What follows belongs to an exercise in optimizing a design on an open flow for small area; a production flow would make more cautious choices.
The RTL was checked by simulation tests, not by an equivalence proof against the original design.
The clock port is modelled as an ideal driver; clocking choices that lean on that would not hold on a real chip.
No activity file was given, so power comes from the tool's default toggle rates.

==> design/flow/design.v <==
package coinc_pkg;
	localparam int NUM_CH  = 8;   
	localparam int NUM_GRP = 5;   
	localparam int CH_ACD_TOP = 7;
	localparam int CH_ACD_SEC = 6;
	localparam int CH_ACD_SID = 5;
	localparam int CH_CSI     = 4;
	localparam int CH_CAL1    = 3;
	localparam int CH_CAL2    = 2;
	localparam int CH_CAL3    = 1;
	localparam int CH_CAL4    = 0;
	localparam int GRP_MIP1 = 0;
	localparam int GRP_MIP2 = 1;
	localparam int GRP_GM1  = 2;
	localparam int GRP_GM2  = 3;
	localparam int GRP_UBS  = 4;   
	typedef logic [NUM_CH-1:0]  hit_vec_t;   
	typedef logic [NUM_GRP-1:0] grp_vec_t;
	typedef struct packed {
		logic [NUM_CH-1:0] hit_a_n;    
		logic [NUM_CH-1:0] hit_b_n;
		logic [1:0]        busy_a_n;   
		logic [1:0]        busy_b_n;
	} hit_pins_t;
	typedef struct packed {
		logic [3:0]               pad;
		logic [NUM_CH-1:0]        hit_ab_sel;     
		logic [NUM_CH-1:0]        hit_mask;       
		logic [1:0]               busy_ab_sel;
		logic [1:0]               busy_mask;
		logic [7:0]               acd_csi_diff;   
		logic [NUM_CH-1:0][7:0]   ch_align;       
		logic [7:0]               seed_win;
		logic [7:0]               hold_win;
		logic [NUM_GRP-1:0][1:0]  grp_sel;
		grp_vec_t                 grp_oe;
		logic [2:0]               mip1_div;
		logic [2:0]               mip2_div;
		logic [2:0]               ubs_div;
	} coinc_cfg_t;
	localparam logic [31:0] MIP_DIV_BITS = {4'd9, 4'd8, 4'd7, 4'd6, 4'd5, 4'd2, 4'd1, 4'd0};
	localparam logic [31:0] UBS_DIV_BITS = {4'd11, 4'd10, 4'd9, 4'd8, 4'd7, 4'd6, 4'd5, 4'd0};
	typedef enum logic [2:0] {IDLE, SEED, EVAL, FIRE, HOLD, RELEASE} seq_state_t;
endpackage
`timescale 1ns/100ps
module hit_frontend (
	input  logic                               clk_in,
	input  logic                               rst_in,
	input  coinc_pkg::hit_pins_t               pins,
	input  coinc_pkg::coinc_cfg_t              cfg,
	output coinc_pkg::hit_vec_t                hit_sync,
	output logic                               busy,
	output logic [coinc_pkg::NUM_CH-1:0][7:0]  ch_dly
);
	coinc_pkg::hit_vec_t   hit_sel;      
	coinc_pkg::hit_vec_t   hit_s1;       
	logic [1:0] busy_sel;
	logic [1:0] busy_s1;
	logic [1:0] busy_s2;
	assign hit_sel = ~cfg.hit_mask &
		((~cfg.hit_ab_sel & ~pins.hit_a_n) | (cfg.hit_ab_sel & ~pins.hit_b_n));
	assign busy_sel = ~cfg.busy_mask &
		((~cfg.busy_ab_sel & ~pins.busy_a_n) | (cfg.busy_ab_sel & ~pins.busy_b_n));
	always_ff @(posedge clk_in) begin
		if (rst_in) begin
			hit_s1   <= '0;
			hit_sync <= '0;
			busy_s1  <= '0;
			busy_s2  <= '0;
		end else begin
			hit_s1   <= hit_sel;    
			hit_sync <= hit_s1;
			busy_s1  <= busy_sel;
			busy_s2  <= busy_s1;
		end
	end
	assign busy = |busy_s2;   
	always_comb begin
		for (int i = 0; i < coinc_pkg::NUM_CH; i++) begin
			if (i == coinc_pkg::CH_ACD_TOP || i == coinc_pkg::CH_ACD_SEC || i == coinc_pkg::CH_ACD_SID)
				ch_dly[i] = cfg.ch_align[i] + cfg.acd_csi_diff - 8'd1;
			else
				ch_dly[i] = cfg.ch_align[i] - 8'd1;
		end
	end
endmodule
`timescale 1ns/100ps
module hit_aligner (
	input  logic       clk_in,
	input  logic       rst_in,
	input  logic       hit,
	input  logic [7:0] dly,
	input  logic       ok,
	output logic       hit_aln
);
	logic [8:0] st;   
	logic       pre;
	assign st[8] = hit;
	for (genvar k = 7; k >= 0; k--) begin : g_st
		logic [(1<<k)-1:0] sr;
		if (k == 0) begin : g_one
			always_ff @(posedge clk_in)
				sr <= st[k+1];
		end else begin : g_many
			always_ff @(posedge clk_in)
				sr <= {sr[(1<<k)-2:0], st[k+1]};
		end
		assign st[k] = dly[k] ? sr[(1<<k)-1] : st[k+1];
	end
	always_ff @(posedge clk_in) begin
		if (rst_in) begin
			pre     <= 1'b0;
			hit_aln <= 1'b0;
		end else begin
			pre     <= st[0] & ok;
			hit_aln <= pre;
		end
	end
endmodule
`timescale 1ns/100ps
module window_timer (
	input  logic       clk_in,
	input  logic       rst_in,
	input  logic       timer_load,
	input  logic [7:0] timer_len,
	output logic       timer_done
);
	logic [7:0] cnt;       
	logic       running;
	always_ff @(posedge clk_in) begin
		if (rst_in) begin
			cnt     <= '0;
			running <= 1'b0;
		end else if (timer_load) begin
			cnt     <= timer_len;   
			running <= 1'b1;
		end else if (running) begin
			if (cnt == 8'd0)
				running <= 1'b0;
			else
				cnt <= cnt - 1'b1;
		end
	end
	assign timer_done = running && (cnt == 8'd0);
endmodule
`timescale 1ns/100ps
module coinc_sequencer (
	input  logic                  clk_in,
	input  logic                  rst_in,
	input  logic                  hit_start,
	input  logic                  timer_done,
	input  coinc_pkg::coinc_cfg_t cfg,
	output logic                  timer_load,
	output logic                  seed_clr,
	output logic                  seed_en,
	output logic                  eval_en,
	output logic                  fire,
	output logic [7:0]            timer_len
);
	coinc_pkg::seq_state_t state;
	coinc_pkg::seq_state_t state_nxt;
	always_ff @(posedge clk_in) begin
		if (rst_in)
			state <= coinc_pkg::IDLE;
		else
			state <= state_nxt;
	end
	always_comb begin
		state_nxt = state;
		case (state)
			coinc_pkg::IDLE: begin
				if (hit_start)
					state_nxt = coinc_pkg::SEED;   
			end
			coinc_pkg::SEED: begin
				if (timer_done)
					state_nxt = coinc_pkg::EVAL;
			end
			coinc_pkg::EVAL:
				state_nxt = coinc_pkg::FIRE;
			coinc_pkg::FIRE:
				state_nxt = coinc_pkg::HOLD;
			coinc_pkg::HOLD: begin
				if (timer_done)
					state_nxt = coinc_pkg::RELEASE;
			end
			coinc_pkg::RELEASE: begin
				if (!hit_start)
					state_nxt = coinc_pkg::IDLE;
			end
			default:
				state_nxt = coinc_pkg::IDLE;
		endcase
	end
	assign timer_load = (state == coinc_pkg::IDLE && hit_start) || (state == coinc_pkg::FIRE);
	assign timer_len  = (state == coinc_pkg::FIRE) ? cfg.hold_win : cfg.seed_win;
	assign seed_en  = (state == coinc_pkg::SEED) || (state == coinc_pkg::IDLE && hit_start);
	assign eval_en  = (state == coinc_pkg::EVAL);
	assign fire     = (state == coinc_pkg::FIRE);
	assign seed_clr = (state == coinc_pkg::RELEASE);
endmodule
`timescale 1ns/100ps
module seed_logic (
	input  logic                  clk_in,
	input  logic                  rst_in,
	input  logic                  seed_clr,
	input  logic                  seed_en,
	input  logic                  eval_en,
	input  coinc_pkg::hit_vec_t   hit_aln,
	input  coinc_pkg::coinc_cfg_t cfg,
	output coinc_pkg::grp_vec_t   grp_res,
	output logic                  logic_match
);
	coinc_pkg::hit_vec_t seed;       
	coinc_pkg::grp_vec_t grp_live;   
	logic     top, sec, csi, cal1, cal2, cal3, cal4;
	always_ff @(posedge clk_in) begin
		if (rst_in || seed_clr)
			seed <= '0;
		else if (seed_en)
			seed <= seed | hit_aln;
	end
	assign top  = seed[coinc_pkg::CH_ACD_TOP];
	assign sec  = seed[coinc_pkg::CH_ACD_SEC];
	assign csi  = seed[coinc_pkg::CH_CSI];
	assign cal1 = seed[coinc_pkg::CH_CAL1];
	assign cal2 = seed[coinc_pkg::CH_CAL2];
	assign cal3 = seed[coinc_pkg::CH_CAL3];
	assign cal4 = seed[coinc_pkg::CH_CAL4];
	always_comb begin
		grp_live = '0;   
		case (cfg.grp_sel[coinc_pkg::GRP_MIP1])
			2'b00: grp_live[coinc_pkg::GRP_MIP1] = top & csi;
			2'b01: grp_live[coinc_pkg::GRP_MIP1] = top & sec & csi & (cal2 | cal4);
			2'b10: grp_live[coinc_pkg::GRP_MIP1] = top;
			2'b11: grp_live[coinc_pkg::GRP_MIP1] = top | sec | csi | cal2;   
			default: grp_live[coinc_pkg::GRP_MIP1] = 1'b0;
		endcase
		case (cfg.grp_sel[coinc_pkg::GRP_MIP2])
			2'b01: grp_live[coinc_pkg::GRP_MIP2] = cal2 & cal4;
			2'b10: grp_live[coinc_pkg::GRP_MIP2] = top & csi;
			default: grp_live[coinc_pkg::GRP_MIP2] = 1'b0;
		endcase
		case (cfg.grp_sel[coinc_pkg::GRP_GM1])
			2'b01: grp_live[coinc_pkg::GRP_GM1] = ~top & ~sec & csi & (cal1 | cal3);   
			2'b10: grp_live[coinc_pkg::GRP_GM1] = top & csi & cal2;
			default: grp_live[coinc_pkg::GRP_GM1] = 1'b0;
		endcase
		if (cfg.grp_sel[coinc_pkg::GRP_GM2] == 2'b01)
			grp_live[coinc_pkg::GRP_GM2] = (~top | ~sec) & csi & (cal1 | cal3);
		if (cfg.grp_sel[coinc_pkg::GRP_UBS] == 2'b01)
			grp_live[coinc_pkg::GRP_UBS] = cal1 | cal3;
	end
	always_ff @(posedge clk_in) begin
		if (rst_in) begin
			grp_res     <= '0;
			logic_match <= 1'b0;
		end else begin
			if (eval_en)
				grp_res <= grp_live;   
			logic_match <= |(grp_live & cfg.grp_oe);   
		end
	end
endmodule
`timescale 1ns/100ps
module trigger_prescaler
#(
	parameter int CNT_W = 16
) (
	input  logic                                   clk_in,
	input  logic                                   rst_in,
	input  logic                                   fire,
	input  logic                                   busy,
	input  coinc_pkg::grp_vec_t                    grp_res,
	input  coinc_pkg::coinc_cfg_t                  cfg,
	output logic                                   trig,
	output coinc_pkg::grp_vec_t                    tag,
	output logic [coinc_pkg::NUM_GRP-1:0][CNT_W-1:0] cnt
);
	logic [coinc_pkg::NUM_GRP-1:0][3:0]       div_bits;   
	logic [coinc_pkg::NUM_GRP-1:0][CNT_W-1:0] low_mask;
	coinc_pkg::grp_vec_t                      presc_en;
	assign div_bits[coinc_pkg::GRP_MIP1] = coinc_pkg::MIP_DIV_BITS[4*cfg.mip1_div +: 4];
	assign div_bits[coinc_pkg::GRP_MIP2] = coinc_pkg::MIP_DIV_BITS[4*cfg.mip2_div +: 4];
	assign div_bits[coinc_pkg::GRP_GM1]  = 4'd0;
	assign div_bits[coinc_pkg::GRP_GM2]  = 4'd0;
	assign div_bits[coinc_pkg::GRP_UBS]  = coinc_pkg::UBS_DIV_BITS[4*cfg.ubs_div +: 4];
	always_comb begin
		for (int g = 0; g < coinc_pkg::NUM_GRP; g++) begin
			low_mask[g] = (CNT_W'(1) << div_bits[g]) - CNT_W'(1);
			presc_en[g] = (cnt[g] & low_mask[g]) == '0;   
		end
	end
	always_ff @(posedge clk_in) begin
		if (rst_in) begin
			trig <= 1'b0;
			tag  <= '0;
			cnt  <= '0;
		end else begin
			trig <= fire && !busy && |(presc_en & grp_res & cfg.grp_oe);
			if (fire) begin
				tag <= presc_en & grp_res;   
				for (int g = 0; g < coinc_pkg::NUM_GRP; g++) begin
					if (grp_res[g])
						cnt[g] <= cnt[g] + 1'b1;   
				end
			end
		end
	end
endmodule
`timescale 1ns/100ps
module coinc_top #(
	parameter int CNT_W       = 16
) (
	input  logic                                     clk_in,
	input  logic                                     rst_in,
	input  logic [19:0]                              pins,      
	input  logic [135:0]                             cfg,       
	output logic                                     trig,
	output logic [coinc_pkg::NUM_GRP-1:0]            tag,
	output logic                                     logic_match,
	output logic [coinc_pkg::NUM_GRP*CNT_W-1:0]      cnt        
);
	coinc_pkg::hit_pins_t              pins_s;
	coinc_pkg::coinc_cfg_t             cfg_s;
	coinc_pkg::grp_vec_t               tag_s;
	logic [coinc_pkg::NUM_GRP-1:0][CNT_W-1:0] cnt_s;
	assign pins_s = pins;
	assign cfg_s  = cfg;
	assign tag    = tag_s;
	assign cnt    = cnt_s;
	coinc_pkg::hit_vec_t               hit_sync;
	coinc_pkg::hit_vec_t               hit_aln;
	logic                   busy;
	logic [coinc_pkg::NUM_CH-1:0][7:0] ch_dly;
	logic                   timer_load, timer_done;
	logic [7:0]             timer_len;
	logic                   seed_clr, seed_en, eval_en, fire;
	coinc_pkg::grp_vec_t               grp_res;
	logic [7:0]             age;   
	hit_frontend u_front (.clk_in, .rst_in, .pins(pins_s), .cfg(cfg_s), .hit_sync, .busy, .ch_dly);
	always_ff @(posedge clk_in) begin
		if (rst_in)
			age <= '0;
		else if (age != 8'hff)
			age <= age + 8'd1;
	end
	for (genvar i = 0; i < coinc_pkg::NUM_CH; i++) begin : g_aln
		hit_aligner u_aln (
			.clk_in,
			.rst_in,
			.hit     (hit_sync[i]),
			.dly     (ch_dly[i]),
			.ok      (age >= ch_dly[i]),
			.hit_aln (hit_aln[i])
		);
	end
	window_timer u_timer (.clk_in, .rst_in, .timer_load, .timer_len, .timer_done);
	coinc_sequencer u_seq (
		.clk_in, .rst_in,
		.hit_start (|hit_aln),   
		.timer_done, .cfg(cfg_s),
		.timer_load, .seed_clr, .seed_en, .eval_en, .fire, .timer_len
	);
	seed_logic u_seed (
		.clk_in, .rst_in, .seed_clr, .seed_en, .eval_en,
		.hit_aln, .cfg(cfg_s), .grp_res, .logic_match
	);
	trigger_prescaler #(.CNT_W(CNT_W)) u_presc (
		.clk_in, .rst_in, .fire, .busy, .grp_res, .cfg(cfg_s), .trig, .tag(tag_s), .cnt(cnt_s)
	);
endmodule
==> design/flow/run.sh <==
#!/bin/bash
# synth_recipe.tcl (not shown) runs the flow's synth.tcl, then flattens the netlist and writes it again
# the make line also repeats each setting of config.mk as NAME=value (left out here)
make -C /OpenROAD-flow-scripts/flow DESIGN_CONFIG=/design/flow/config.mk WORK_HOME=/design/flow/orfs CLKGATE_MAP_FILE= SYNTH_SCRIPT=/design/flow/synth_recipe.tcl finish
==> design/flow/config.mk <==
export PLATFORM = sky130hd
export DESIGN_NAME = coinc_top
export DESIGN_NICKNAME = coinc_top
export VERILOG_FILES = /design/flow/design.v
export SDC_FILE = /design/flow/constraint.sdc
export NUM_CORES = 4
export LEC_CHECK = 0
export CAP_MARGIN = 20
export CORE_MARGIN = 2
export CORE_UTILIZATION = 40
export SLEW_MARGIN = 20
==> design/flow/constraint.sdc <==
create_clock -name core_clock -period 6.0 [get_ports {clk_in}]
set_input_delay 1.2000 -clock core_clock [delete_from_list [all_inputs] [get_ports {clk_in}]]
set_output_delay 1.2000 -clock core_clock [all_outputs]
set_load 0.01 [all_outputs]
==> results of run 1 <==
## area by class of cell
cell class / count / area, µm² / area share (%)
clock buffers: 272 / 5590 / 8.90
well taps: 1662 / 2080 / 3.31
flip-flops and latches: 2195 / 43900 / 70.0
inverters: 130 / 488 / 0.777
clock inverters: 75 / 1070 / 1.71
multi-input cells: 1042 / 7150 / 11.4
diodes: 1 / 2.50 / 0.00399
repair buffers: 249 / 2470 / 3.94
## logic make-up after synthesis
family / after synthesis
adders and majority gates: 123
other: 1
buffers and inverters: 161
and+or+nand+nor: 504
AOI/OAI and AO/OA: 281
xor gates and xnor gates: 101
muxes: 32
DFF: 2195
## worst paths after layout
path	startpoint	end	slack [ns]
setup reg to reg	age[0]	g_aln[0].u_aln.pre	3.21
setup / recovery	cfg[106]	g_aln[7].u_aln.pre	1.86
hold / removal	g_aln[4].u_aln.g_st[3].sr[6]	g_aln[4].u_aln.g_st[3].sr[7]	0.31
hold reg to reg	g_aln[4].u_aln.g_st[3].sr[6]	g_aln[4].u_aln.g_st[3].sr[7]	0.31
## routing by layer
metal / up-vias / share of wire [%] / routed length, µm
li1: 11900 / - / -
met1: 10900 / 53 / 39700
met2: 481 / 39 / 29300
met3: 142 / 6.3 / 4730
met4: 4 / 2.4 / 1850
met5: - / 0.019 / 14
## cells in the final DEF, fill, tap and decap left out, types with 9 or more instances in the layout
master,n
a21oi_1,87
ha_1,120
mux2_2,20
dfxtp_1,2195
a21o_1,29
nor2_1,148
o21ai_0,54
or3_1,34
buf_4,9
inv_1,130
mux2i_1,10
a311oi_1,12
nor2b_1,44
and3_1,11
xor2_1,53
nand3_1,43
xnor2_1,48
a2111oi_0,13
nand2b_1,18
clkbuf_8,44
nand4_1,28
nand2_1,117
a31oi_1,10
clkdlybuf4s50_1,239
clkinv_2,36
bufinv_16,19
nor3_1,25
clkbuf_1,34
clkbuf_16,194
## worst max-delay path: cells and delay by family
family / cells / cell delay, ns
compound gates: 5 / 1.06
simple gates: 3 / 0.83
buf+inv: 3 / 0.70
fa+ha+maj: 3 / 1.00
## cells in the mapped netlist (10+ instances only)
| cell | number | share of area, % |
|---|---|---|
| and3_1 | 11 | 0.13 |
| or3_1 | 34 | 0.41 |
| nand2_1 | 117 | 0.85 |
| o21ai_0 | 54 | 0.52 |
| dfxtp_1 | 2195 | 85 |
| mux2i_1 | 10 | 0.19 |
| mux2_2 | 20 | 0.44 |
| inv_1 | 130 | 0.94 |
| a2111oi_0 | 13 | 0.22 |
| xnor2_1 | 48 | 0.81 |
| nand4_1 | 28 | 0.34 |
| nand2b_1 | 18 | 0.22 |
| a21o_1 | 29 | 0.42 |
| a311oi_1 | 12 | 0.20 |
| a21oi_1 | 88 | 0.85 |
| nor3_1 | 25 | 0.24 |
| ha_1 | 120 | 2.9 |
| nand3_1 | 43 | 0.42 |
| nor2b_1 | 44 | 0.53 |
| nor2_1 | 148 | 1.1 |
| clkbuf_1 | 29 | 0.21 |
| xor2_1 | 53 | 0.90 |
| a31oi_1 | 10 | 0.12 |
## sequential cells by signal, summed over array words and instances (netlist names)
name	flops
age	8
g_aln.u_aln.g_st.sr	2040
g_aln.u_aln.hit_aln	8
g_aln.u_aln.pre	8
u_front.busy_s1	2
u_front.busy_s2	2
u_front.hit_s1	8
u_front.hit_sync	8
u_presc.cnt	80
u_presc.tag	5
u_presc.trig	1
u_seed.grp_res	5
u_seed.logic_match	1
u_seed.seed	7
u_seq.state	3
u_timer.cnt	8
u_timer.running	1
## through the flow
step / total power, mW / instances / hold WS, ns
CTS: 29.0 / 5625 / 0.309
global route: 29.7 / 5625 / 0.323
global placement: 16.4 / 5278 / 0.310
floorplan: 16.1 / 3398 / 0.310
finish: 28.6 / 5626 / 0.312
detailed placement: 16.4 / 5278 / 0.312
## power by group through the flow
stage	Combinational (mW)	Clock, mW	Sequential, mW
2_1_floorplan	0.413	0	15.7
3_3_place_gp	0.639	0	15.8
3_5_place_dp	0.651	0	15.8
4_1_cts	0.657	12.9	15.5
5_1_grt	0.744	13.5	15.5
6_report	0.652	12.5	15.5
==> flow_metrics.py, run 1 <==
metrics = {
    "global_routing": {
        "grt-busiest-layer": "met1",
        "grt_use_met2_pct": 16.1,
        "grt_pass1_vias": 23200,
        "grt-ovfl-total": 0,
        "met1_usage_pct": 16.7,
        "grt_max_degree": 92,
        "track_usage_pct": 11.6,
        "met3_usage_pct": 3.63,
        "grt_antenna_before_repair": 8,
        "grt_pass1_wl_um": 122000,
    },
    "power": {
        "pwr-share-seq_pct": 54.1,
        "p_leak_nw": 25.4,
        "power.density_mw_per_mm2": 455,
        "combPwrFrac_pct": 2.3,
        "max-vdd-ir-drop_uv": 303,
        "swShare_pct": 19.8,
        "p_switching_mw": 5.65,
        "internal_power_mw": 22.9,
        "clockPowerShare_pct": 43.6,
    },
    "worst_hold_path": {
        "hp-class": "reg2reg",
        "hold_depth": 0,
    },
    "routing": {
        "vias": 23500,
        "wl_per_cell_um": 13.4,
        "first_iter_violations": 1080,
        "finalWirelength_um": 75600,
        "drt_pass1_iterations": 5,
        "detail-route-antenna-nets": 0,
        "drc": 0,
        "vias_per_cell": 4.17,
    },
    "die": {
        "ioPinCount": 245,
        "die_w_um": 363,
        "start_util_pct": 40.4,
        "die_area_mm2": 0.132,
        "fp.dieH_um": 363,
        "core_area_mm2": 0.128,
        "rows": 131,
    },
    "critical_path": {
        "cp.arrival_ns": 4.81,
        "crit_chain": "clkdlybuf4s50_1, inv_1, ha_1, inv_1, ha_1, a211oi_1, nor4b_1, nor4_1, ha_1, a21oi_1, o21ai_0, a21oi_1, nor2_1, a41o_1",
        "cp-start-kind": "input port",
        "ff2ff_path_depth": 10,
        "criticalPathCategory": "in2reg",
        "slowest_delay_ns": 0.65,
        "worstSetupEndpointType": "flip-flop",
        "cpMaxStageDelayCell": "nor4_1",
        "required_ns": 6.66,
        "cp_common_cell": "ha_1",
        "cp_max_fo": 3,
    },
    "timing": {
        "period_share_pct": 69.1,
        "drv_slew": 0,
        "max_freq_mhz": 241,
        "relSlewSlack_pct": 30.5,
        "final_hold_viol_count": 0,
        "period_minus_slack_ns": 4.14,
        "worst_pin_slew_ns": 1.04,
        "worst_slack_ns": 1.86,
        "finalSetupViolCount": 0,
        "rsz0062_at_grt": "false",
        "fin_worst_skew_ns": 0.0222,
        "tns_ns": 0,
    },
    "cts": {
        "cts_max_path_buffers": 3,
        "clk_pin_slew_ns": 0.06,
        "cts_hold_buf": 0,
        "cts_buffers": 190,
        "htreeDepth": 4,
        "ctsResizeCount": 0,
        "clkLatencyLatePin_ns": 0.79,
        "cts_setup_buffers": 0,
        "cts_root_buf": "clkbuf_16",
        "cts_tree": "yes",
        "clock_sinks": 2195,
    },
    "yosys": {
        "synth_compound_area_share_pct": 3.63,
        "syn_inst": 3398,
        "ys.flop_type": "dfxtp_1",
        "yosysWarnings": 7,
        "synth-edff-count": 0,
        "synth_area_mm2": 0.0517,
        "synth_nets": 3679,
        "synth_mux_area_share_pct": 0.687,
        "synthArstFlopShare_pct": 0,
        "seq_area_frac_synth_pct": 85.0,
        "synth_top_family_by_area": "simple AND/OR/NAND/NOR gates",
        "synth-seq-cells": 2195,
        "synth_simple_gate_area_share_pct": 4.77,
        "synthAdderAreaFrac_pct": 3.02,
        "synth_cell_types": 65,
        "syn_avg_cell_area_um2": 15.2,
        "synthXorXnorAreaFrac_pct": 1.71,
    },
    "cells_and_area": {
        "syn_to_final_growth_pct": 21.5,
        "drive_above_1_share_pct": 9.18,
        "post-route-cell-area_mm2": 0.0628,
        "post-route-util_pct": 49.1,
        "fin_nets": 4089,
        "fill_cells": 10800,
    },
    "placed_design": {
        "dp_slack_ns": 1.12,
        "portBuffers": 240,
        "place_area_mm2": 0.0561,
        "dpl.hpwl_um": 45200,
        "place_congestion": 0.810,
    },
    "status": {
        "status": "finished clean",
    },
    "flow_run": {
        "maxCapViolations": 0,
    },
}
==> run 2: changes to the inputs <==
--- a/design/flow/design.v
+++ b/design/flow/design.v
@@ -56,6 +56,6 @@
 	coinc_pkg::hit_vec_t   hit_s1;       
 	logic [1:0] busy_sel;
-	logic [1:0] busy_s1;
-	logic [1:0] busy_s2;
+	logic       busy_s1;                 
+	logic [7:0] diff_m1;
 	assign hit_sel = ~cfg.hit_mask &
 		((~cfg.hit_ab_sel & ~pins.hit_a_n) | (cfg.hit_ab_sel & ~pins.hit_b_n));
@@ -66,20 +66,33 @@
 			hit_s1   <= '0;
 			hit_sync <= '0;
-			busy_s1  <= '0;
-			busy_s2  <= '0;
+			busy_s1  <= 1'b0;
+			busy     <= 1'b0;
 		end else begin
 			hit_s1   <= hit_sel;    
 			hit_sync <= hit_s1;
-			busy_s1  <= busy_sel;
-			busy_s2  <= busy_s1;
+			busy_s1  <= |busy_sel;  
+			busy     <= busy_s1;
 		end
 	end
-	assign busy = |busy_s2;   
-	always_comb begin
-		for (int i = 0; i < coinc_pkg::NUM_CH; i++) begin
-			if (i == coinc_pkg::CH_ACD_TOP || i == coinc_pkg::CH_ACD_SEC || i == coinc_pkg::CH_ACD_SID)
-				ch_dly[i] = cfg.ch_align[i] + cfg.acd_csi_diff - 8'd1;
-			else
-				ch_dly[i] = cfg.ch_align[i] - 8'd1;
+	logic [8:0] bw;       
+	assign bw[0] = 1'b1;
+	for (genvar k = 0; k < 8; k++) begin : g_dm
+		assign diff_m1[k] = cfg.acd_csi_diff[k] ^ bw[k];
+		assign bw[k+1]    = bw[k] & ~cfg.acd_csi_diff[k];
+	end
+	for (genvar i = 0; i < coinc_pkg::NUM_CH; i++) begin : g_dly
+		logic [8:0] c;
+		if (i == coinc_pkg::CH_ACD_TOP || i == coinc_pkg::CH_ACD_SEC || i == coinc_pkg::CH_ACD_SID) begin : g_acd
+			assign c[0] = 1'b0;
+			for (genvar k = 0; k < 8; k++) begin : g_b
+				assign ch_dly[i][k] = cfg.ch_align[i][k] ^ diff_m1[k] ^ c[k];
+				assign c[k+1] = (cfg.ch_align[i][k] & diff_m1[k]) | (cfg.ch_align[i][k] & c[k]) | (diff_m1[k] & c[k]);
+			end
+		end else begin : g_cal
+			assign c[0] = 1'b1;
+			for (genvar k = 0; k < 8; k++) begin : g_b
+				assign ch_dly[i][k] = cfg.ch_align[i][k] ^ c[k];
+				assign c[k+1] = c[k] & ~cfg.ch_align[i][k];
+			end
 		end
 	end
@@ -127,20 +140,13 @@
 );
 	logic [7:0] cnt;       
-	logic       running;
 	always_ff @(posedge clk_in) begin
-		if (rst_in) begin
-			cnt     <= '0;
-			running <= 1'b0;
-		end else if (timer_load) begin
-			cnt     <= timer_len;   
-			running <= 1'b1;
-		end else if (running) begin
-			if (cnt == 8'd0)
-				running <= 1'b0;
-			else
-				cnt <= cnt - 1'b1;
-		end
+		if (rst_in)
+			cnt <= '0;
+		else if (timer_load)
+			cnt <= timer_len;
+		else if (cnt != 8'd0)
+			cnt <= cnt - 1'b1;
 	end
-	assign timer_done = running && (cnt == 8'd0);
+	assign timer_done = (cnt == 8'd0);
 endmodule
 `timescale 1ns/100ps
@@ -252,11 +258,9 @@
 			grp_live[coinc_pkg::GRP_UBS] = cal1 | cal3;
 	end
+	assign grp_res = grp_live;
 	always_ff @(posedge clk_in) begin
 		if (rst_in) begin
-			grp_res     <= '0;
 			logic_match <= 1'b0;
 		end else begin
-			if (eval_en)
-				grp_res <= grp_live;   
 			logic_match <= |(grp_live & cfg.grp_oe);   
 		end
@@ -278,32 +282,61 @@
 	output logic [coinc_pkg::NUM_GRP-1:0][CNT_W-1:0] cnt
 );
-	logic [coinc_pkg::NUM_GRP-1:0][3:0]       div_bits;   
-	logic [coinc_pkg::NUM_GRP-1:0][CNT_W-1:0] low_mask;
-	coinc_pkg::grp_vec_t                      presc_en;
-	assign div_bits[coinc_pkg::GRP_MIP1] = coinc_pkg::MIP_DIV_BITS[4*cfg.mip1_div +: 4];
-	assign div_bits[coinc_pkg::GRP_MIP2] = coinc_pkg::MIP_DIV_BITS[4*cfg.mip2_div +: 4];
-	assign div_bits[coinc_pkg::GRP_GM1]  = 4'd0;
-	assign div_bits[coinc_pkg::GRP_GM2]  = 4'd0;
-	assign div_bits[coinc_pkg::GRP_UBS]  = coinc_pkg::UBS_DIV_BITS[4*cfg.ubs_div +: 4];
-	always_comb begin
-		for (int g = 0; g < coinc_pkg::NUM_GRP; g++) begin
-			low_mask[g] = (CNT_W'(1) << div_bits[g]) - CNT_W'(1);
-			presc_en[g] = (cnt[g] & low_mask[g]) == '0;   
+	coinc_pkg::grp_vec_t presc_en;
+	logic [11:0]         lo_or [coinc_pkg::NUM_GRP];   
+	logic [CNT_W:0]      carry [coinc_pkg::NUM_GRP];
+	for (genvar g = 0; g < coinc_pkg::NUM_GRP; g++) begin : g_grp
+		assign lo_or[g][0] = 1'b0;
+		for (genvar j = 1; j < 12; j++) begin : g_or
+			assign lo_or[g][j] = lo_or[g][j-1] | cnt[g][j-1];
+		end
+		assign carry[g][0] = fire & grp_res[g];
+		for (genvar j = 0; j < CNT_W; j++) begin : g_bit
+			assign carry[g][j+1] = carry[g][j] & cnt[g][j];
+			always_ff @(posedge clk_in)
+				cnt[g][j] <= ~rst_in & (cnt[g][j] ^ carry[g][j]);
 		end
 	end
+	always_comb begin
+		case (cfg.mip1_div)
+			3'd0: presc_en[coinc_pkg::GRP_MIP1] = ~lo_or[coinc_pkg::GRP_MIP1][0];
+			3'd1: presc_en[coinc_pkg::GRP_MIP1] = ~lo_or[coinc_pkg::GRP_MIP1][1];
+			3'd2: presc_en[coinc_pkg::GRP_MIP1] = ~lo_or[coinc_pkg::GRP_MIP1][2];
+			3'd3: presc_en[coinc_pkg::GRP_MIP1] = ~lo_or[coinc_pkg::GRP_MIP1][5];
+			3'd4: presc_en[coinc_pkg::GRP_MIP1] = ~lo_or[coinc_pkg::GRP_MIP1][6];
+			3'd5: presc_en[coinc_pkg::GRP_MIP1] = ~lo_or[coinc_pkg::GRP_MIP1][7];
+			3'd6: presc_en[coinc_pkg::GRP_MIP1] = ~lo_or[coinc_pkg::GRP_MIP1][8];
+			default: presc_en[coinc_pkg::GRP_MIP1] = ~lo_or[coinc_pkg::GRP_MIP1][9];
+		endcase
+		case (cfg.mip2_div)
+			3'd0: presc_en[coinc_pkg::GRP_MIP2] = ~lo_or[coinc_pkg::GRP_MIP2][0];
+			3'd1: presc_en[coinc_pkg::GRP_MIP2] = ~lo_or[coinc_pkg::GRP_MIP2][1];
+			3'd2: presc_en[coinc_pkg::GRP_MIP2] = ~lo_or[coinc_pkg::GRP_MIP2][2];
+			3'd3: presc_en[coinc_pkg::GRP_MIP2] = ~lo_or[coinc_pkg::GRP_MIP2][5];
+			3'd4: presc_en[coinc_pkg::GRP_MIP2] = ~lo_or[coinc_pkg::GRP_MIP2][6];
+			3'd5: presc_en[coinc_pkg::GRP_MIP2] = ~lo_or[coinc_pkg::GRP_MIP2][7];
+			3'd6: presc_en[coinc_pkg::GRP_MIP2] = ~lo_or[coinc_pkg::GRP_MIP2][8];
+			default: presc_en[coinc_pkg::GRP_MIP2] = ~lo_or[coinc_pkg::GRP_MIP2][9];
+		endcase
+		presc_en[coinc_pkg::GRP_GM1] = 1'b1;
+		presc_en[coinc_pkg::GRP_GM2] = 1'b1;
+		case (cfg.ubs_div)
+			3'd0: presc_en[coinc_pkg::GRP_UBS] = ~lo_or[coinc_pkg::GRP_UBS][0];
+			3'd1: presc_en[coinc_pkg::GRP_UBS] = ~lo_or[coinc_pkg::GRP_UBS][5];
+			3'd2: presc_en[coinc_pkg::GRP_UBS] = ~lo_or[coinc_pkg::GRP_UBS][6];
+			3'd3: presc_en[coinc_pkg::GRP_UBS] = ~lo_or[coinc_pkg::GRP_UBS][7];
+			3'd4: presc_en[coinc_pkg::GRP_UBS] = ~lo_or[coinc_pkg::GRP_UBS][8];
+			3'd5: presc_en[coinc_pkg::GRP_UBS] = ~lo_or[coinc_pkg::GRP_UBS][9];
+			3'd6: presc_en[coinc_pkg::GRP_UBS] = ~lo_or[coinc_pkg::GRP_UBS][10];
+			default: presc_en[coinc_pkg::GRP_UBS] = ~lo_or[coinc_pkg::GRP_UBS][11];
+		endcase
+	end
 	always_ff @(posedge clk_in) begin
 		if (rst_in) begin
 			trig <= 1'b0;
 			tag  <= '0;
-			cnt  <= '0;
 		end else begin
 			trig <= fire && !busy && |(presc_en & grp_res & cfg.grp_oe);
-			if (fire) begin
+			if (fire)
 				tag <= presc_en & grp_res;   
-				for (int g = 0; g < coinc_pkg::NUM_GRP; g++) begin
-					if (grp_res[g])
-						cnt[g] <= cnt[g] + 1'b1;   
-				end
-			end
 		end
 	end
@@ -347,4 +380,9 @@
 	end
 	for (genvar i = 0; i < coinc_pkg::NUM_CH; i++) begin : g_aln
+		logic [8:0] ge;
+		assign ge[0] = 1'b1;
+		for (genvar k = 0; k < 8; k++) begin : g_ge
+			assign ge[k+1] = (age[k] & ~ch_dly[i][k]) | (age[k] & ge[k]) | (~ch_dly[i][k] & ge[k]);
+		end
 		hit_aligner u_aln (
 			.clk_in,
@@ -352,5 +390,5 @@
 			.hit     (hit_sync[i]),
 			.dly     (ch_dly[i]),
-			.ok      (age >= ch_dly[i]),
+			.ok      (ge[8]),
 			.hit_aln (hit_aln[i])
 		);
==> design/flow/flow/run.sh (new file) <==
#!/bin/bash
# Standard ORFS layout (the standard.sh, standard synthesis unchanged) with
# two changes: the port buffers are the smallest buffer cell, and the clock
# tree uses larger sink clusters and no dummy loads.
set -euo pipefail
CTS="-sink_clustering_enable -repair_clock_nets -dont_use_dummy_load"
CTS="$CTS -sink_clustering_size 40 -sink_clustering_max_diameter 50"
bash standard.sh \
	"BUFFER_PORTS_ARGS=-buffer_cell sky130_fd_sc_hd__buf_1" \
	"CTS_ARGS=$CTS" \
	finish > flow_make.log 2>&1
==> design/flow/standard.sh (new file) <==
#!/bin/bash
# synth_recipe.tcl (not shown) runs the flow's synth.tcl, then flattens the netlist and writes it again
# the make line also repeats each setting of config.mk as NAME=value (left out here)
make -C /OpenROAD-flow-scripts/flow DESIGN_CONFIG=/design/flow/config.mk WORK_HOME=/design/flow/orfs CLKGATE_MAP_FILE= SYNTH_SCRIPT=/design/flow/synth_recipe.tcl "${@:-finish}"
--- a/design/flow/config.mk
+++ b/design/flow/config.mk
@@ -8,4 +8,4 @@
 export CAP_MARGIN = 20
 export CORE_MARGIN = 2
-export CORE_UTILIZATION = 40
+export CORE_UTILIZATION = 60
 export SLEW_MARGIN = 20
removed: design/flow/run.sh
==> flow_metrics.py, run 2 <==
metrics = {
    "critical_path": {
        "criticalPathCategory": "in2reg",
        "crit_chain": "buf_1, inv_1, ha_1, inv_1, fa_1, fa_1, fa_1, fa_1, fa_1, inv_1, fa_1, xnor2_1, xnor2_1, mux2i_1, a21o_1, o311a_1, o31ai_1, o2111a_1",
        "cp_common_cell": "fa_1",
        "cpMaxStageDelayCell": "fa_1",
        "critical_path_buf_inv_count": 4,
        "cp_max_fo": 4,
        "cp-start-kind": "input port",
        "slowest_delay_ns": 0.50,
        "cp_top_family": "adder cells",
        "required_ns": 6.60,
        "worstSetupEndpointType": "flip-flop",
        "cp.arrival_ns": 5.72,
    },
    "yosys": {
        "synth_commonest_cells": "dfxtp_1 (2187), ha_1 (121), nor2b_1 (106)",
        "synthTopCellsByArea": "dfxtp_1 (88%), ha_1 (3.0%), nor2b_1 (1.3%)",
        "yosysTopAreaCell": "dfxtp_1",
        "ys.flop_type": "dfxtp_1",
        "yosysWarnings": 9,
        "syn_avg_cell_area_um2": 16.5,
        "synth.most_common_cell": "dfxtp_1",
        "synthArstFlopShare_pct": 0,
        "synth_top_area_share_pct": 87.9,
        "synth_cell_types": 63,
        "seq_area_frac_synth_pct": 87.9,
        "synth_area_mm2": 0.0498,
        "synth_nets": 3316,
        "syn_inst": 3019,
        "synth-seq-cells": 2187,
        "synth-edff-count": 0,
    },
    "cells_and_area": {
        "final_cell_mix": "dfxtp_1 (2187), buf_1 (239), clkbuf_16 (130), ha_1 (121), nor2b_1 (106)",
        "layout.cells.non_filler": 4433,
        "drive_above_1_share_pct": 5.27,
        "layout_commonest_cell": "dfxtp_1",
        "fill_cells": 5724,
        "regMostFlops": "g_aln.u_aln.g_st.sr",
        "reg.largest.list": "g_aln.u_aln.g_st.sr (2040), u_presc.cnt (80)",
        "largest_reg_flops": 2040,
        "syn_to_final_growth_pct": 10.8,
        "fin_nets": 3660,
    },
    "die": {
        "fp.dieH_um": 292,
        "core_area_mm2": 0.0821,
        "ioPinCount": 245,
        "rows": 105,
        "die_area_mm2": 0.0854,
        "die_w_um": 292,
        "start_util_pct": 60.7,
    },
    "global_routing": {
        "track_usage_pct": 16.5,
        "grt_pass1_vias": 21000,
        "grt_pass1_wl_um": 110000,
        "grt-ovfl-total": 0,
        "grt_antenna_before_repair": 6,
        "grt_max_degree": 78,
    },
    "power": {
        "power.density_mw_per_mm2": 437,
        "p_leak_nw": 22.9,
        "p_total_mw": 24.1,
        "max-vdd-ir-drop_uv": 307,
    },
    "timing": {
        "relSlewSlack_pct": 34.3,
        "final_hold_viol_count": 0,
        "hold_ws_ns": 0.264,
        "drv_slew": 0,
        "rsz0062_at_grt": "false",
        "max_freq_mhz": 195,
        "fin_worst_skew_ns": 0.0687,
        "period_share_pct": 85.3,
        "worst_pin_slew_ns": 0.984,
        "period_minus_slack_ns": 5.12,
        "finalSetupViolCount": 0,
        "tns_ns": 0,
    },
    "routing": {
        "wl_per_cell_um": 15.3,
        "vias": 20400,
        "first_iter_violations": 882,
        "detail-route-antenna-nets": 0,
        "drc": 0,
        "vias_per_cell": 4.60,
        "drt_pass1_iterations": 8,
        "finalWirelength_um": 68000,
    },
    "status": {
        "status": "finished clean",
    },
    "cts": {
        "htreeDepth": 4,
        "cts_buffers": 130,
        "clkLatencyLatePin_ns": 0.72,
        "ctsResizeCount": 0,
        "cts_tree": "yes",
        "cts_root_buf": "clkbuf_16",
        "cts_hold_buf": 0,
        "clock_sinks": 2187,
        "clk_pin_slew_ns": 0.10,
        "cts_setup_buffers": 0,
        "cts_max_path_buffers": 3,
    },
    "placed_design": {
        "dpl.hpwl_um": 43000,
        "placed_cells": 4301,
        "place_congestion": 0.888,
        "portBuffers": 240,
    },
    "worst_hold_path": {
        "hp-class": "reg2reg",
    },
    "flow_run": {
        "maxCapViolations": 0,
    },
}
==> run 2: cell count changes in the layout (fill, tap and decap cells not counted), sizes merged, moves of 30 or more <==
| cell | before | now |
|---|---|---|
| nand3 | 43 | 11 |
| inv | 134 | 89 |
| o21ai | 54 | 14 |
| a21oi | 89 | 36 |
| clkinv | 46 | 0 |
| clkbuf | 272 | 131 |
| xor2 | 53 | 4 |
| nor2b | 44 | 106 |
| clkdlybuf4s50 | 239 | 0 |
| nor2 | 148 | 94 |
| or3 | 34 | 4 |
| buf | 10 | 244 |
| nand2 | 117 | 55 |
==> run 2: final cells by class <==
type                    count  area [µm²]  share of cell area, %
well taps                1070        1340                   2.42
diodes                      2        5.00                0.00906
clock buffers             130        3250                   5.89
flip-flops and latches   2187       43800                   79.3
repair buffers            245         942                   1.71
multi-input cells         710        5580                   10.1
inverters                  89         334                  0.605
==> run 2: final timing paths <==
kind | from | end | slack [ns] | depth (start not counted)
worst min register to register | g_aln[6].u_aln.g_st[4].sr[14] | g_aln[6].u_aln.g_st[4].sr[15] | 0.26 | 0
worst max register to register | u_seed.seed[7] | u_presc.cnt[14] | 1.50 | 21
worst max-delay path | cfg[104] | g_aln[6].u_aln.pre | 0.88 | 18
worst min-delay path | g_aln[6].u_aln.g_st[4].sr[14] | g_aln[6].u_aln.g_st[4].sr[15] | 0.26 | 0
==> run 2: worst register-to-register path, stage by stage (launching register included) <==
cell and delay, ns:
dfxtp_1 0.40, o32a_1 0.38, o22ai_1 0.13, a211oi_1 0.09, buf_4 0.17, and2_1 0.21, ha_1 0.20, ha_1 0.19
ha_1 0.19, ha_1 0.18, ha_1 0.18, ha_1 0.19, ha_1 0.18, ha_1 0.18, ha_1 0.18, ha_1 0.17
ha_1 0.18, ha_1 0.18, ha_1 0.18, ha_1 0.18, ha_1 0.26, nor2b_1 0.13
==> run 2: per-stage QoR <==
stage	instance area [µm²]	util, %	setup slack [ns]
after floorplan	49800	-	0.779
after global placement	52000	63.3	0.326
after detailed placement	52000	63.3	0.212
after CTS	55200	67.3	0.947
after global routing	55200	67.3	0.753
final	55200	67.3	0.883
==> run 2: cell families (layout without fill, tap and decap cells) <==
kind of cell / count (synthesis) / count (layout) / share of synthesized area [%]
flops: 2187 / 2187 / 87.9
simple gates: 320 / 320 / 3.26
compound gates: 170 / 170 / 2.52
fa+ha+maj: 158 / 158 / 4.14
buf+inv: 122 / 464 / 0.962
mux: 36 / 36 / 0.783
xor+xnor: 26 / 26 / 0.457
other cells: 0 / 2 / 0
==> run 2: routing by layer <==
metal	global-route usage (%)	vias to the layer above	wire, µm
li1	-	10300	-
met1	23.0	9595	33300
met2	24.2	395	28500
met3	4.79	138	4170
met4	6.75	12	1930
met5	0	-	72
==> run 2: report_power, final <==
group	internal (mW)	switching, mW
Combinational	0.298	0.401
Sequential	15.3	0.234
Clock	3.84	4.06
Total	19.5	4.69
==> run 3: changes to the inputs <==
--- a/design/flow/design.v
+++ b/design/flow/design.v
@@ -104,5 +104,5 @@
 	input  logic       hit,
 	input  logic [7:0] dly,
-	input  logic       ok,
+	input  logic [7:0] full,      
 	output logic       hit_aln
 );
@@ -119,5 +119,5 @@
 				sr <= {sr[(1<<k)-2:0], st[k+1]};
 		end
-		assign st[k] = dly[k] ? sr[(1<<k)-1] : st[k+1];
+		assign st[k] = dly[k] ? (sr[(1<<k)-1] & full[k]) : st[k+1];
 	end
 	always_ff @(posedge clk_in) begin
@@ -126,5 +126,5 @@
 			hit_aln <= 1'b0;
 		end else begin
-			pre     <= st[0] & ok;
+			pre     <= st[0];
 			hit_aln <= pre;
 		end
@@ -371,18 +371,18 @@
 	logic                   seed_clr, seed_en, eval_en, fire;
 	coinc_pkg::grp_vec_t               grp_res;
-	logic [7:0]             age;   
+	logic [7:0]             age;
 	hit_frontend u_front (.clk_in, .rst_in, .pins(pins_s), .cfg(cfg_s), .hit_sync, .busy, .ch_dly);
 	always_ff @(posedge clk_in) begin
 		if (rst_in)
 			age <= '0;
-		else if (age != 8'hff)
+		else if (!age[7])
 			age <= age + 8'd1;
 	end
+	logic [7:0] full;   
+	assign full[7] = age[7];
+	for (genvar k = 6; k >= 0; k--) begin : g_full
+		assign full[k] = full[k+1] | age[k];
+	end
 	for (genvar i = 0; i < coinc_pkg::NUM_CH; i++) begin : g_aln
-		logic [8:0] ge;
-		assign ge[0] = 1'b1;
-		for (genvar k = 0; k < 8; k++) begin : g_ge
-			assign ge[k+1] = (age[k] & ~ch_dly[i][k]) | (age[k] & ge[k]) | (~ch_dly[i][k] & ge[k]);
-		end
 		hit_aligner u_aln (
 			.clk_in,
@@ -390,5 +390,5 @@
 			.hit     (hit_sync[i]),
 			.dly     (ch_dly[i]),
-			.ok      (ge[8]),
+			.full,
 			.hit_aln (hit_aln[i])
 		);
==> design/flow/flow/run.sh (replaced) <==
#!/bin/bash
# Standard ORFS layout (the standard.sh, standard synthesis unchanged) with
# three changes: the port buffers are the smallest buffer cell, the clock tree
# uses larger sink clusters and no dummy loads, and after CTS flow/post_cts.tcl
# splits any clock net whose sinks see a slew over CLK_SPLIT_SLEW_PS.
set -euo pipefail
export CLK_SPLIT_SLEW_PS=115
CTS="-sink_clustering_enable -repair_clock_nets -dont_use_dummy_load"
CTS="$CTS -sink_clustering_size 32 -sink_clustering_max_diameter 60"
bash standard.sh \
	"BUFFER_PORTS_ARGS=-buffer_cell sky130_fd_sc_hd__buf_1" \
	"CTS_ARGS=$CTS" \
	"POST_CTS_TCL=$PWD/flow/post_cts.tcl" \
	finish > flow_make.log 2>&1
==> design/flow/flow/post_cts.tcl (new file) <==
# Split clock buffer nets whose sinks see too slow a slew: half of the loads
# (cut along the longer side of the net's box) move to a new buffer of the
# same type, driven from the same net as the original, so every sink keeps
# the same number of buffers to the root.
set clk_split_limit [expr {[info exists ::env(CLK_SPLIT_SLEW_PS)] ? $::env(CLK_SPLIT_SLEW_PS) : 100}]
set clk_split_n 0

proc clk_split_net_slew {net} {
  set worst 0.0
  foreach it [$net getITerms] {
    if {[$it isOutputSignal]} { continue }
    set pin [get_pins [[$it getInst] getName]/[[$it getMTerm] getName]]
    foreach e {rise fall} {
      set s [expr {[sta::time_ui_sta [get_property $pin slew_max_$e]] * 1e12}]
      if {$s > $worst} { set worst $s }
    }
  }
  return $worst
}

proc clk_split_one {net} {
  global clk_split_n
  set block [ord::get_db_block]
  set drv ""
  set loads {}
  foreach it [$net getITerms] {
    if {[$it isOutputSignal]} { set drv $it } else { lappend loads $it }
  }
  if {$drv eq "" || [llength $loads] < 2} { return 0 }
  set binst [$drv getInst]
  set master [$binst getMaster]
  set a [$binst findITerm A]
  if {$a eq "NULL" || $a eq ""} { return 0 }
  set parent [$a getNet]
  set xs {}; set ys {}
  set pts {}
  foreach it $loads {
    set bb [[$it getInst] getBBox]
    set x [expr {([$bb xMin] + [$bb xMax]) / 2}]
    set y [expr {([$bb yMin] + [$bb yMax]) / 2}]
    lappend pts [list $x $y $it]
    lappend xs $x; lappend ys $y
  }
  set xs [lsort -integer $xs]; set ys [lsort -integer $ys]
  set axis [expr {([lindex $xs end] - [lindex $xs 0]) >= ([lindex $ys end] - [lindex $ys 0]) ? 0 : 1}]
  set pts [lsort -integer -index $axis $pts]
  set half [expr {[llength $pts] / 2}]
  set moved [lrange $pts $half end]
  set sx 0; set sy 0
  foreach p $moved { incr sx [lindex $p 0]; incr sy [lindex $p 1] }
  set cx [expr {$sx / [llength $moved]}]
  set cy [expr {$sy / [llength $moved]}]
  incr clk_split_n
  set name "clksplit_${clk_split_n}_[$binst getName]"
  set nb [odb::dbInst_create $block $master $name]
  $nb setLocation $cx $cy
  $nb setPlacementStatus PLACED
  set nn [odb::dbNet_create $block "net_$name"]
  $nn setSigType CLOCK
  [$nb findITerm A] connect $parent
  [$nb findITerm X] connect $nn
  foreach p $moved {
    set it [lindex $p 2]
    $it disconnect
    $it connect $nn
  }
  return 1
}

for {set pass 0} {$pass < 12} {incr pass} {
  estimate_parasitics -placement
  set todo {}
  foreach net [[ord::get_db_block] getNets] {
    if {[$net getSigType] ne "CLOCK"} { continue }
    set drv ""
    foreach it [$net getITerms] { if {[$it isOutputSignal]} { set drv $it } }
    if {$drv eq ""} { continue }
    if {![string match "*clkbuf*" [[[$drv getInst] getMaster] getName]]} { continue }
    set s [clk_split_net_slew $net]
    if {$s <= $clk_split_limit} { continue }
    # a net whose own driver sees too slow a slew is left until its parent is fixed
    set a [[$drv getInst] findITerm A]
    set ain [get_pins [[$drv getInst] getName]/A]
    set sin 0.0
    foreach e {rise fall} {
      set v [expr {[sta::time_ui_sta [get_property $ain slew_max_$e]] * 1e12}]
      if {$v > $sin} { set sin $v }
    }
    if {$sin > $clk_split_limit} { continue }
    lappend todo $net
  }
  puts "clock split pass $pass: [llength $todo] net(s) over $clk_split_limit ps"
  if {[llength $todo] == 0} { break }
  foreach net $todo { clk_split_one $net }
  detailed_placement
}
estimate_parasitics -placement

--- a/design/flow/config.mk
+++ b/design/flow/config.mk
@@ -8,4 +8,4 @@
 export CAP_MARGIN = 20
 export CORE_MARGIN = 2
-export CORE_UTILIZATION = 60
+export CORE_UTILIZATION = 70
 export SLEW_MARGIN = 20
==> flow_metrics.py, run 3 <==
metrics = {
    "global_routing": {
        "grt-ovfl-total": 0,
        "grt_pass1_wl_um": 121000,
        "grt_antenna_before_repair": 3,
        "grt_pass1_vias": 21500,
        "track_usage_pct": 21.3,
        "grt_max_degree": 116,
    },
    "routing": {
        "drc": 0,
        "drt_pass1_iterations": 5,
        "dr_wl_met2_um": 37300,
        "wl_per_cell_um": 17.9,
        "wirelength_met1_um": 35000,
        "vias_per_cell": 4.79,
        "top_layer": "met5",
        "finalWirelength_um": 76600,
        "first_iter_violations": 1090,
        "wl_met3_um": 2550,
        "detail-route-antenna-nets": 0,
        "vias": 20400,
    },
    "critical_path": {
        "cp.arrival_ns": 5.13,
        "cp-start-kind": "input port",
        "r2r-start": "u_seq.state[2]",
        "crit_path_start": "cfg[104]",
        "worstSetupEndpointType": "flip-flop",
        "cp_max_fo": 4,
        "criticalPathCategory": "in2reg",
        "required_ns": 6.39,
    },
    "status": {
        "status": "finished clean",
    },
    "worst_hold_path": {
        "worstHoldStart": "g_aln[0].u_aln.g_st[7].sr[69]",
        "hp-class": "reg2reg",
    },
    "timing": {
        "rsz0062_at_grt": "false",
        "fin_worst_skew_ns": 0.0686,
        "tns_ns": 0,
        "drv_slew": 0,
        "period_minus_slack_ns": 4.74,
        "hold_ws_ns": 0.276,
        "relSlewSlack_pct": 30.9,
        "period_share_pct": 79.1,
        "worst_pin_slew_ns": 1.03,
        "finalSetupViolCount": 0,
        "max_freq_mhz": 211,
        "final_hold_viol_count": 0,
    },
    "power": {
        "swShare_pct": 20.0,
        "combPwrFrac_pct": 2.5,
        "p_leak_nw": 22.3,
        "pwr-share-seq_pct": 66.2,
        "power.density_mw_per_mm2": 421,
        "internal_power_mw": 18.2,
        "clockPowerShare_pct": 31.3,
        "p_switching_mw": 4.54,
        "max-vdd-ir-drop_uv": 368,
        "p_total_mw": 22.8,
    },
    "yosys": {
        "synth_cell_types": 56,
        "synthTopCellsByArea": "dfxtp_1 (88%), ha_1 (3.1%), nor2b_1 (1.5%)",
        "seq_area_frac_synth_pct": 88.4,
        "synthArstFlopShare_pct": 0,
        "synth-seq-cells": 2187,
        "synth_area_mm2": 0.0495,
        "synth_commonest_cells": "dfxtp_1 (2187), ha_1 (121), nor2b_1 (120)",
        "yosysWarnings": 9,
        "yosysTopAreaCell": "dfxtp_1",
        "ys.flop_type": "dfxtp_1",
        "syn_inst": 3013,
        "synth_nets": 3310,
        "synth_top_area_share_pct": 88.4,
        "synth-edff-count": 0,
        "synth.most_common_cell": "dfxtp_1",
        "syn_avg_cell_area_um2": 16.4,
    },
    "die": {
        "core_area_mm2": 0.0700,
        "die_area_mm2": 0.0729,
        "start_util_pct": 70.8,
        "rows": 97,
        "die_w_um": 270,
        "ioPinCount": 245,
        "fp.dieH_um": 270,
    },
    "placed_design": {
        "place_congestion": 0.844,
        "portBuffers": 240,
        "place_area_mm2": 0.0515,
        "dpl.hpwl_um": 41500,
    },
    "cts": {
        "clkLatencyLatePin_ns": 0.51,
        "clk_pin_slew_ns": 0.11,
        "cts_tree": "yes",
        "clock_sinks": 2187,
    },
    "cells_and_area": {
        "largest_reg_flops": 2040,
        "syn_to_final_growth_pct": 9.15,
        "regMostFlops": "g_aln.u_aln.g_st.sr",
        "layout_commonest_cell": "dfxtp_1",
        "post-route-cell-area_mm2": 0.0541,
        "final_cell_mix": "dfxtp_1 (2187), buf_1 (239), ha_1 (121), nor2b_1 (120), clkbuf_16 (101)",
        "fill_cells": 3839,
        "reg.largest.list": "g_aln.u_aln.g_st.sr (2040), u_presc.cnt (80)",
        "fin_nets": 3624,
        "drive_above_1_share_pct": 4.00,
    },
    "flow_run": {
        "maxCapViolations": 0,
    },
}
-- run 3: changes by cell type in the layout (fill, tap and decap cells not counted), moves of 14 or more --
cell / delta
o21ai_0: +31
nor2_1: -30
clkbuf_16: -29
a21oi_1: +20
maj3_1: -19
mux2_2: -18
nor2b_1: +14
-- run 3: power groups by stage --
stage / Combinational [mW] / Clock (mW) / Sequential [mW]
floorplan: 0.406 / 0 / 15.3
global placement: 0.536 / 0 / 15.4
detailed placement: 0.560 / 0 / 15.4
global route: 0.633 / 7.73 / 15.1
finish: 0.567 / 7.12 / 15.1
-- run 3: routing by layer --
layer  GRT usage (%)  vias up
li1                -    10100
met1            29.0     9831
met2            36.1      328
met3            3.36      129
met4            5.03        4
met5               0        -
-- run 3: worst paths after layout --
kind                                    to  slack (ns)  depth (start not counted)
max                     g_aln[7].u_aln.pre        1.26                         16
min          g_aln[0].u_aln.g_st[7].sr[70]        0.28                          0
max reg2reg                u_presc.cnt[79]        1.61                         19
min reg2reg  g_aln[0].u_aln.g_st[7].sr[70]        0.28                          0
-- run 3: worst max-delay path: stages --
cell,delay [ns]
buf_1,0.07
inv_1,0.09
ha_1,0.22
ha_1,0.39
fa_1,0.20
inv_1,0.05
fa_1,0.40
fa_1,0.40
fa_1,0.39
fa_1,0.38
xnor2_1,0.15
xnor2_1,0.25
mux2i_1,0.14
a31o_2,0.28
o21ai_0,0.35
a21o_1,0.17
-- run 3: cell families (layout without fill, tap and decap cells) --
logic type / after synthesis / count (layout) / synth area share [%]
AOI/OAI and AO/OA: 193 / 193 / 2.54
buffers and inverters: 118 / 430 / 0.899
xor gates and xnor gates: 29 / 29 / 0.513
DFF: 2187 / 2187 / 88.4
adders and majority gates: 139 / 139 / 3.78
and+or+nand+nor: 330 / 330 / 3.54
other: 0 / 1 / 0
muxes: 17 / 17 / 0.359
-- run 3: cell type report, without the clock buffers --
type                            instances  area, µm²  area share [%]
Sequential cell                      2187      43800            81.0
Multi-Input combinational cell        708       5330            9.86
Tap cell                              940       1180            2.17
Timing Repair Buffer                  243        940            1.74
Buffer                                 14        350           0.648
Inverter                               86        323           0.597
Antenna cell                            1       2.50         0.00463
-- run 3: per-stage QoR --
step,util (%),cells,setup slack [ns]
floorplan,-,3013,1.27
global placement,73.6,4164,0.862
detailed placement,73.6,4164,0.780
global route,77.2,4265,0.969
finish,77.2,4266,1.26
==> run 4: changes to the inputs <==
--- a/design/flow/design.v
+++ b/design/flow/design.v
@@ -41,5 +41,5 @@
 	localparam logic [31:0] MIP_DIV_BITS = {4'd9, 4'd8, 4'd7, 4'd6, 4'd5, 4'd2, 4'd1, 4'd0};
 	localparam logic [31:0] UBS_DIV_BITS = {4'd11, 4'd10, 4'd9, 4'd8, 4'd7, 4'd6, 4'd5, 4'd0};
-	typedef enum logic [2:0] {IDLE, SEED, EVAL, FIRE, HOLD, RELEASE} seq_state_t;
+	typedef enum logic [2:0] {IDLE = 3'b000, SEED = 3'b001, EVAL = 3'b011, FIRE = 3'b010, HOLD = 3'b110, RELEASE = 3'b100} seq_state_t;   
 endpackage
 `timescale 1ns/100ps
==> design/flow/flow/run.sh (replaced) <==
#!/bin/bash
# Standard ORFS layout (the standard.sh and its synthesis script) with
# these changes: Yosys leaves adders to ABC (no adder cell mapping; ABC_AREA
# is set in config.mk), the port buffers are the smallest buffer cell, the
# clock tree uses larger sink clusters and no dummy loads, and after CTS
# flow/post_cts.tcl splits any clock net whose sinks see a slew over
# CLK_SPLIT_SLEW_PS.
set -euo pipefail
export CLK_SPLIT_SLEW_PS=115
CTS="-sink_clustering_enable -repair_clock_nets -dont_use_dummy_load"
CTS="$CTS -sink_clustering_size 32 -sink_clustering_max_diameter 60"
bash standard.sh \
	"ADDER_MAP_FILE=" \
	"BUFFER_PORTS_ARGS=-buffer_cell sky130_fd_sc_hd__buf_1" \
	"CTS_ARGS=$CTS" \
	"POST_CTS_TCL=$PWD/flow/post_cts.tcl" \
	finish > flow_make.log 2>&1
--- a/design/flow/config.mk
+++ b/design/flow/config.mk
@@ -6,4 +6,5 @@
 export NUM_CORES = 4
 export LEC_CHECK = 0
+export ABC_AREA = 1
 export CAP_MARGIN = 20
 export CORE_MARGIN = 2
==> flow_metrics.py, run 4 <==
metrics = {
    "placed_design": {
        "portBuffers": 240,
        "place_congestion": 0.866,
        "placed_cells": 4470,
        "dp_slack_ns": 1.22,
        "dpl.hpwl_um": 43600,
    },
    "power": {
        "internal_power_mw": 18.3,
        "pwr-share-seq_pct": 67.3,
        "clockPowerShare_pct": 30.1,
        "max-vdd-ir-drop_uv": 354,
        "power.density_mw_per_mm2": 427,
        "combPwrFrac_pct": 2.6,
        "p_leak_nw": 22.0,
        "swShare_pct": 20.0,
        "p_switching_mw": 4.58,
    },
    "cts": {
        "cts_tree": "yes",
        "clk_pin_slew_ns": 0.11,
        "clock_sinks": 2187,
        "clkLatencyLatePin_ns": 0.51,
    },
    "yosys": {
        "synth_mux_area_share_pct": 0.0203,
        "synth_nets": 3466,
        "synth_cell_types": 56,
        "synth_top_family_by_area": "simple AND/OR/NAND/NOR gates",
        "synth-edff-count": 0,
        "synth_area_mm2": 0.0492,
        "yosysTopAreaCell": "dfxtp_1",
        "synth_compound_area_share_pct": 2.58,
        "synthTopCellsByArea": "dfxtp_1 (89%), nand2_1 (2.5%), inv_1 (1.4%)",
        "seq_area_frac_synth_pct": 88.9,
        "synthAdderAreaFrac_pct": 0,
        "synth_commonest_cells": "dfxtp_1 (2187), nand2_1 (323), inv_1 (180)",
        "synthArstFlopShare_pct": 0,
        "yosysWarnings": 9,
        "ys.flop_type": "dfxtp_1",
        "synth-seq-cells": 2187,
        "synth_top_area_share_pct": 88.9,
        "synth_simple_gate_area_share_pct": 5.82,
        "syn_avg_cell_area_um2": 14.9,
        "synth.most_common_cell": "dfxtp_1",
        "syn_inst": 3308,
        "synthXorXnorAreaFrac_pct": 0.993,
    },
    "cells_and_area": {
        "post-route-util_pct": 76.9,
        "largest_reg_flops": 2040,
        "fill_cells": 4004,
        "syn_to_final_growth_pct": 9.01,
        "layout_commonest_cell": "dfxtp_1",
        "layout.cells.non_filler": 4569,
        "final_cell_mix": "dfxtp_1 (2187), nand2_1 (323), buf_1 (239), inv_1 (180), nor2_1 (123)",
        "fin_nets": 3787,
        "multi_input_area_mm2": 0.00463,
        "seq_area_mm2": 0.0438,
        "reg.largest.list": "g_aln.u_aln.g_st.sr (2040), u_presc.cnt (80)",
        "regMostFlops": "g_aln.u_aln.g_st.sr",
        "drive_above_1_share_pct": 5.51,
    },
    "timing": {
        "worst_slack_ns": 1.24,
        "relSlewSlack_pct": 47.3,
        "worst_pin_slew_ns": 0.790,
        "hold_ws_ns": 0.266,
        "max_freq_mhz": 210,
        "drv_slew": 0,
        "tns_ns": 0,
        "period_share_pct": 79.3,
        "finalSetupViolCount": 0,
        "period_minus_slack_ns": 4.76,
        "fin_worst_skew_ns": 0.0563,
        "final_hold_viol_count": 0,
        "rsz0062_at_grt": "false",
    },
    "global_routing": {
        "met1_usage_pct": 28.4,
        "met3_usage_pct": 4.52,
        "grt_use_met2_pct": 34.4,
        "grt_max_degree": 63,
        "track_usage_pct": 21.0,
        "grt-ovfl-total": 0,
        "grt-busiest-layer": "met2",
        "grt_pass1_wl_um": 121000,
        "grt_pass1_vias": 22400,
        "grt_antenna_before_repair": 7,
    },
    "critical_path": {
        "required_ns": 6.42,
        "cp.arrival_ns": 5.17,
        "worstSetupEndpointType": "flip-flop",
        "cp-start-kind": "flip-flop",
        "cp_max_fo": 11,
        "criticalPathCategory": "reg2reg",
    },
    "routing": {
        "drc": 0,
        "wl_per_cell_um": 16.5,
        "detail-route-antenna-nets": 0,
        "drt_pass1_iterations": 5,
        "finalWirelength_um": 75400,
        "vias": 21600,
        "first_iter_violations": 1031,
        "vias_per_cell": 4.72,
    },
    "worst_hold_path": {
        "hp-class": "reg2reg",
    },
    "die": {
        "die_area_mm2": 0.0725,
        "ioPinCount": 245,
        "core_area_mm2": 0.0698,
        "fp.dieH_um": 269,
        "die_w_um": 269,
        "rows": 97,
        "start_util_pct": 70.6,
    },
    "flow_run": {
        "maxCapViolations": 0,
    },
    "status": {
        "status": "finished clean",
    },
}
-- run 4: cell families after synthesis --
group                  count (synthesis)
flip-flops                          2187
XOR/XNOR                              55
buffers and inverters                218
AND/OR/NAND/NOR                      626
AO/OA/AOI/OAI                        221
multiplexers                           1
-- run 4: path summary, 6_finish.rpt --
path	start	cells past startpoint	slack, ns	to
max	age[7]	16	1.24	g_aln[3].u_aln.pre
max reg2reg	age[7]	16	1.24	g_aln[3].u_aln.pre
min reg2reg	g_aln[6].u_aln.g_st[6].sr[18]	0	0.27	g_aln[6].u_aln.g_st[6].sr[19]
min	g_aln[6].u_aln.g_st[6].sr[18]	0	0.27	g_aln[6].u_aln.g_st[6].sr[19]
-- run 4: area by class of cell, without the clock buffers --
class	instances	share of cell area, %
Inverter	198	1.38
Timing Repair Buffer	242	1.71
Buffer	11	0.513
Antenna cell	2	0.00932
Multi-Input combinational cell	903	8.63
Sequential cell	2187	81.6
Tap cell	940	2.19
-- run 4: metal layers --
metal / wire, µm / part of all wire (%)
met5: 53 / 0.070
met4: 2070 / 2.7
met3: 3760 / 5.0
met2: 35500 / 47
met1: 34100 / 45
-- run 4: power groups by stage --
| stage | clock network (mW) | logic, mW | registers [mW] |
|---|---|---|---|
| final | 6.89 | 0.598 | 15.4 |
| after global placement | 0 | 0.552 | 15.7 |
| after global routing | 7.53 | 0.676 | 15.5 |
| after floorplan | 0 | 0.406 | 15.6 |
| after detailed placement | 0 | 0.585 | 15.7 |
-- run 4: critical path: stages, from the launching register on --
cell and delay, ns:
dfxtp_1 0.51, nor2_1 0.26, inv_1 0.25, nor2_1 0.21, inv_1 0.28, nor2_1 0.21, inv_1 0.28, nor2_1 0.20
clkinv_1 0.52, nor2_1 0.26, clkinv_1 0.45, nor2_1 0.32, nand2_1 0.40, a21oi_1 0.29, nor2_1 0.06, nand2_1 0.11
inv_1 0.04
-- run 4: stage by stage --
step,area (µm²),power (mW)
2_1_floorplan,49200,16.0
3_3_place_gp,51300,16.2
3_5_place_dp,51300,16.3
5_1_grt,53700,23.7
6_report,53700,22.9

==> port drivers added, routing unchanged <==
The results above use ideal ports. As a check the final layouts listed here were re-extracted and re-timed, cells and wires unchanged. Step 1: set_driving_cell puts a clkbuf_16 on clk_in and a buf_2 on each other input, an assumption about the parent block. Step 2 times the ports against the registers' clock, not the clock port: input delays grow and output delays shrink by t, the midpoint of the rising clock arrivals with the driver on. Slacks: ideal / step 1 / step 2; pairs: ideal / step 1.
run	t, ns	setup slack, ns	worst register clock-pin slew, ns	worst slew at a driven data input, ns	pins driven straight from the clock port
run 1	0.844	1.856 / 1.899 / 1.055	0.07 / 0.07	0.24	1
run 2	0.740	0.883 / 0.914 / 0.173	0.10 / 0.10	0.19	1
run 3	0.603	1.257 / 1.342 / 0.739	0.12 / 0.12	0.10	4
run 4	0.615	1.243 / 1.243 / 1.243	0.11 / 0.11	0.11	4
After both steps setup and hold are still met in every run listed. The setup slack of run 1, which loses most, moves by +0.043 ns with the drivers and by -0.801 ns with both steps.
